This is an optimization exercise on Yosys and OpenROAD, whose aim is small area, a short achievable clock period and few clock cycles per item, not a production implementation. Only simulation tests tie the RTL to the original design; equivalence was not proved. Power figures rest on the tool's default switching activity, not on a simulated workload.

==> run C <==
// sumset_productset_size
module sumset_productset_size #(
    parameter int MAX_N = 63
) (
    input  logic                                clk,
    input  logic                                rst_n,
    input  logic [((MAX_N + 7) / 8) * 8 - 1:0]  s_tdata,
    input  logic                                s_tvalid,
    output logic                                s_tready,
    output logic [ssps_pkg::OUT_TDATA_W-1:0]    m_tdata,
    output logic                                m_tvalid,
    input  logic                                m_tready,
    input  logic                                cfg_we,
    input  logic [ssps_pkg::CFG_W-1:0]          cfg_wdata
);
clock: 8.0 ns
lec_check: 0
cap_margin: 20
core_margin: 2
core_utilization: 45
cts_cluster_diameter: 100
cts_cluster_size: 20
setup_slack_margin: 5.0
slew_margin: 20
synth_hierarchical: 1
run.sh (not shown) runs the stock make flow with config.mk's settings and CLKGATE_MAP_FILE= SYNTH_SCRIPT=/design/flow/synth_recipe.tcl, a recipe that flattens the netlist after the stock synthesis.
==> inputs of run E, as changes to run C <==
--- a/flow/config.mk
+++ b/flow/config.mk
@@ -9,3 +9,3 @@
 export CORE_MARGIN = 2
-export CORE_UTILIZATION = 45
+export CORE_UTILIZATION = 50
 export CTS_CLUSTER_DIAMETER = 100
==> metrics.md <==
| Metric | Value |
|---|---|
| Status | `finished clean` |
| # clk buffers | `60` |
| Clock Power | `2.56 mW` |
| Num rows | `122` |
| Worst setup path start | `m_r[44]` |
| Worst-path clk slew | `0.10 ns` |
| Worst Slack Setup Final | `4.79 ns` |
| Non-Clock Buffer Count | `314` |
The numbers above come from run C.

==> metrics.md <==
| Metric | Value |
|---|---|
| Status | `finished clean` |
| Reg power frac | `0.269` |
| Slowest CP cell | `fa_1` |
| Part of the cycle the worst path needs | `0.400` |
| Critical Path End | `ss2098_q2` |
| Total chip power | `21.2 mW` |
| Top cells by count, synth | `nand2_1 (1,229), fa_1 (832), dfxtp_1 (538)` |
| # clk buffers | `57` |
| Adder and majority cell fraction of the synthesized area | `0.340` |
| Non-Clock Buffer Count | `313` |
| Num rows | `116` |
| Detail Placement HPWL | `170 mm` |
| Starting Density | `0.505` |
| Met2 WL post-DR | `100 mm` |
| Worst Slack Setup Final | `4.80 ns` |
| Tap Cells | `1,298` |
The numbers above come from run E.

Testbench counts of run C, summed over its fixed seeds: cycles 390, items 360.
Testbench counts of run E, summed over its fixed seeds: cycles 390, items 360.

==> pepper <==
Another version of the RTL of sumset_productset_size (not shown whole).
clock: 8.0 ns
lec_check: 0
abc_clock_period_in_ps: 3000
cap_margin: 20
core_margin: 2
core_utilization: 50
setup_slack_margin: 4.9
slew_margin: 20
synth_hierarchical: 1
==> juniper: changes against pepper <==
- ABC_CLOCK_PERIOD_IN_PS: 3000 -> unset
- CORE_UTILIZATION: 50 -> 40
- SETUP_SLACK_MARGIN: 4.9 -> unset
==> harbor: changes against pepper <==
- ABC_CLOCK_PERIOD_IN_PS: 3000 -> unset
==> impl_metrics.tcl <==
set metrics [dict create \
    initial_core_util_pct 40.5 \
    p_leak_uw 0.0234 \
    dp_hpwl_um 180000 \
    wirelength_met1_um 93600 \
    p_comb_uw 13600 \
    vias 45300 \
    pg_seq_uw 5240 \
    fin_cells 6487 \
    fp.coreArea_um2 122000 \
    max_stage_delay_ns 0.69 \
    status "finished clean" \
    nNetsFinal 5744 \
]
The numbers above come from juniper.

==> impl_metrics.tcl <==
set metrics [dict create \
    status "finished clean" \
    fin_cells 6244 \
    worstRegToRegCells 5 \
    pg_seq_uw 5220 \
    wirelength_met1_um 91700 \
    intPower_uw 12100 \
    cts_buffers 73 \
    vias 47400 \
    p_leak_uw 0.0241 \
    max_stage_delay_ns 0.71 \
    dp_hpwl_um 172000 \
    nNetsFinal 5825 \
    initial_core_util_pct 50.4 \
    postSynthAreaPerCell_um2 9.86 \
]
The numbers above come from harbor.

==> impl_metrics.tcl <==
set metrics [dict create \
    clock_power_uw 3510 \
    fin_cells 6244 \
    pg_seq_uw 5220 \
    status "finished clean" \
    max_stage_delay_ns 0.71 \
    dp_hpwl_um 172000 \
    io_buffer_count 93 \
    wl_met3_um 45200 \
    finalCritPeriodShare_pct 41.5 \
    nNetsFinal 5825 \
    initial_core_util_pct 50.4 \
    p_comb_uw 13800 \
    vias 47400 \
    clk_latency_ns 0.69 \
    path_common_cell "fa_2" \
]
The numbers above come from pepper.

Testbench counts of pepper, summed over its fixed seeds: cycles 390, items 360.
Testbench counts of juniper, summed over its fixed seeds: cycles 390, items 360.
Testbench counts of harbor, summed over its fixed seeds: cycles 390, items 360.

## what the ideal ports hide
In the flow no input, the clock included, has a driving cell. The finished layouts below were timed again as built, in two steps.
Step 1 assumes that a clkbuf_16 drives the clock port and a buf_2 every other input.
Step 2 moves the port delays by t, midway between the first and last clock arrival at a register: inputs arrive t later, outputs are due t later. That takes back most of the time a late clock gives input paths.
Three values: ideal, step 1, step 2; two values: the first two.
run	t, ns	slack for setup (ns)	worst setup path at the end	worst register clock-pin slew, ns	worst slew at a driven data input, ns
run C	0.778	4.785 / 4.785 / 4.412	input to register	0.10 / 0.10	0.11
run E	0.768	4.799 / 4.799 / 4.490	input to register	0.10 / 0.10	0.10
pepper	0.751	4.680 / 4.680 / 4.322	input to register	0.07 / 0.07	0.09
juniper	0.775	4.017 / 4.017 / 4.017	register to register	0.07 / 0.07	0.10
harbor	0.751	4.680 / 4.680 / 4.322	input to register	0.07 / 0.07	0.09
After both steps setup and hold are still met in every run listed. The setup slack of run C, which loses most, moves by 0.000 ns with the drivers and by -0.373 ns with both steps.
